From an optimization exercise on the open Yosys and OpenROAD flow, aimed at small area, a short achievable clock period and few clock cycles per item; shortcuts taken in it are not production practice.
Only simulation tests tie the RTL to the original design; equivalence was not proved.
Power is estimated from default activity; no workload was simulated.

==> flow/design.v (excerpt) <==
module new_host_presence_table_core
(
  input  logic clk,
  input  logic rst_n,
  input  logic in_valid,
  output logic in_ready,
  input  logic [48:0] in_data,
  output logic out_valid,
  input  logic out_ready,
  output logic [8:0]  out_data
);
make LEC_CHECK=0 CAP_MARGIN=20 CORE_MARGIN=2 CORE_UTILIZATION=50 CTS_CLUSTER_DIAMETER=100 CTS_CLUSTER_SIZE=25 SETUP_SLACK_MARGIN=2.8 SLEW_MARGIN=20 SYNTH_MEMORY_MAX_BITS=4096 finish   # period 5.0 ns
run.sh (not shown) runs the stock make flow with config.mk's settings and CLKGATE_MAP_FILE= SYNTH_SCRIPT=/design/flow/synth_recipe.tcl, a recipe that flattens the netlist after the stock synthesis.
Testbench counts at the start, summed over its fixed seeds: cycles 3,598, requests 3,486.
Then changed:
Settings changed: SETUP_SLACK_MARGIN 2.8 to 2.6.
What happened:
- The new run went through all stages and came out clean
- global-route usage shrinks by 0.15 points
- cell count stays flat
- synthesized area stays the same
- combinational power shrinks by about 2%
- first-iteration DRC count shrinks by 3.4%
- power shrinks by 0.36%

## run A
Another version of the RTL of new_host_presence_table_core (not shown whole).
Size: roughly 9600 cells after synthesis, ~3400 flip-flops, about 64 I/O pins, about 120000 um^2 of cells after synthesis.
make LEC_CHECK=0 CAP_MARGIN=20 CORE_MARGIN=2 CORE_UTILIZATION=50 CTS_CLUSTER_DIAMETER=100 CTS_CLUSTER_SIZE=25 SETUP_SLACK_MARGIN=3.0 SLEW_MARGIN=20 SYNTH_MEMORY_MAX_BITS=4096 finish   # period 5.0 ns
Run A -> stages 100% | layout checks FAIL | antenna rules
Testbench counts of run A, summed over its fixed seeds: cycles 3,598, requests 3,486.
Relative to run A, the following input files were edited for run B:
--- a/flow/config.mk
+++ b/flow/config.mk
@@ -12,3 +12,3 @@
 export CTS_CLUSTER_SIZE = 25
-export SETUP_SLACK_MARGIN = 3.0
+export SETUP_SLACK_MARGIN = 2.6
 export SLEW_MARGIN = 20
Findings:
- Run B ended with every stage complete and zero timing, DRC or antenna violations.
- Between run A and run B, overall routing resource usage is higher for run A, run B comes in under that.
- Relative to run A, sequential share of layout area increased by 3.6 points in run B.
- Number of antenna violations at the first check in global routing went down by more than 10% going from run A to run B.
- Going from run A to run B, actual transition at the worst max-transition pin increased 0.024 ns; final critical delay including setup and external delays increased 0.076 ns.
- Relative contribution of the clock network to total power for run B: 0.2 points up relative to run A
The inputs of run C differ from those of run B as listed below.
--- a/flow/config.mk
+++ b/flow/config.mk
@@ -12,3 +12,3 @@
 export CTS_CLUSTER_SIZE = 25
-export SETUP_SLACK_MARGIN = 2.6
+export SETUP_SLACK_MARGIN = 2.8
 export SLEW_MARGIN = 20
==> comparison <==
- Run B and run C ended up with nearly the same clock share of power.
- Global-route wire length before repair for run C: 43000 um up relative to run B
- For run C, the type of the worst setup path was reg2reg, unlike run B, where it was in2reg.
- Changes observed in run C relative to run B: total cell area at the placement stage flat; via total after detailed routing up 3045; register-to-register path setup slack flat.

== run E ==
new_host_presence_table_core, a different RTL version from the one above (not shown whole).
For scale: about 9,900 cells after synthesis, ~3,400 flip-flops, ~64 I/O pins, about 120,000 sq um of cells after synthesis.
clock: 5.0 ns
lec_check: 0
cap_margin: 20
core_margin: 2
core_utilization: 45
cts_cluster_diameter: 100
cts_cluster_size: 25
setup_slack_margin: 2.6
slew_margin: 20
synth_memory_max_bits: 4096
Run E | stages: all done | timing, DRC, antenna: all pass
Testbench counts of run E, summed over its fixed seeds: cycles 3,582, requests 3,486.
The following lists how run Z was set up differently from run E:
- changing CORE_UTILIZATION from 45 to 50
--- outcome ---
- Measured against each other, run Z and run E differ in count of cell instances traversed by the critical path, the higher figure coming from run E.
- Sort run Z and run E by non-clock buffering overhead in the final layout, ascending, and run Z comes first.
- From run E to run Z the numbers moved as follows: final cell count decreased by about 2.2% relative to the old numbers; maximum ir drop on the vdd rail decreased by 29% relative to the old numbers.
- As of run Z, global-route wire length before repair had fallen by a few percent compared to run E.
- From run E to run Z the numbers moved as follows: cell-internal power went down, final core utilization shows an increase of 4.8 points, die outline height -26 um, detailed-routing iteration count for the pre-antenna-repair pass level.

[port drivers added, routing unchanged]
How much do the figures lean on ideal ports? The routed layouts below were timed once more, with nothing changed but the port constraints. Step 1 assumes that a clkbuf_16 drives the clock port and a buf_2 every other input. Step 2 also shifts input and output timing later by t, the mid clock arrival at the registers, as if the neighbouring blocks saw the same clock. Three values: ideal ports, drivers, drivers and shift; two values: the first two.
| run | t, ns | setup WS [ns] | worst setup path after step 2 | slew at the worst register clock pin (ns) | cell pins on the clock port's net |
|---|---|---|---|---|---|
| the first run of note 1 | 0.922 | 2.376 / 2.376 / 1.769 | input to register | 0.11 / 0.11 | 1 |
| the second run of note 1 | 0.939 | 2.349 / 2.326 / 1.567 | input to register | 0.11 / 0.11 | 1 |
| run A | 0.951 | 2.485 / 2.485 / 1.557 | input to register | 0.12 / 0.12 | 1 |
| run B | 0.948 | 2.409 / 2.452 / 1.505 | input to register | 0.11 / 0.11 | 1 |
| run C | 0.953 | 2.515 / 2.499 / 1.546 | input to register | 0.11 / 0.11 | 1 |
| run E | 0.941 | 2.281 / 2.336 / 1.395 | input to register | 0.11 / 0.11 | 1 |
| run Z | 0.959 | 2.250 / 2.250 / 1.414 | input to register | 0.12 / 0.12 | 1 |
The setup slack of run C, which loses most, moves by -0.016 ns with the drivers and by -0.969 ns with both steps.
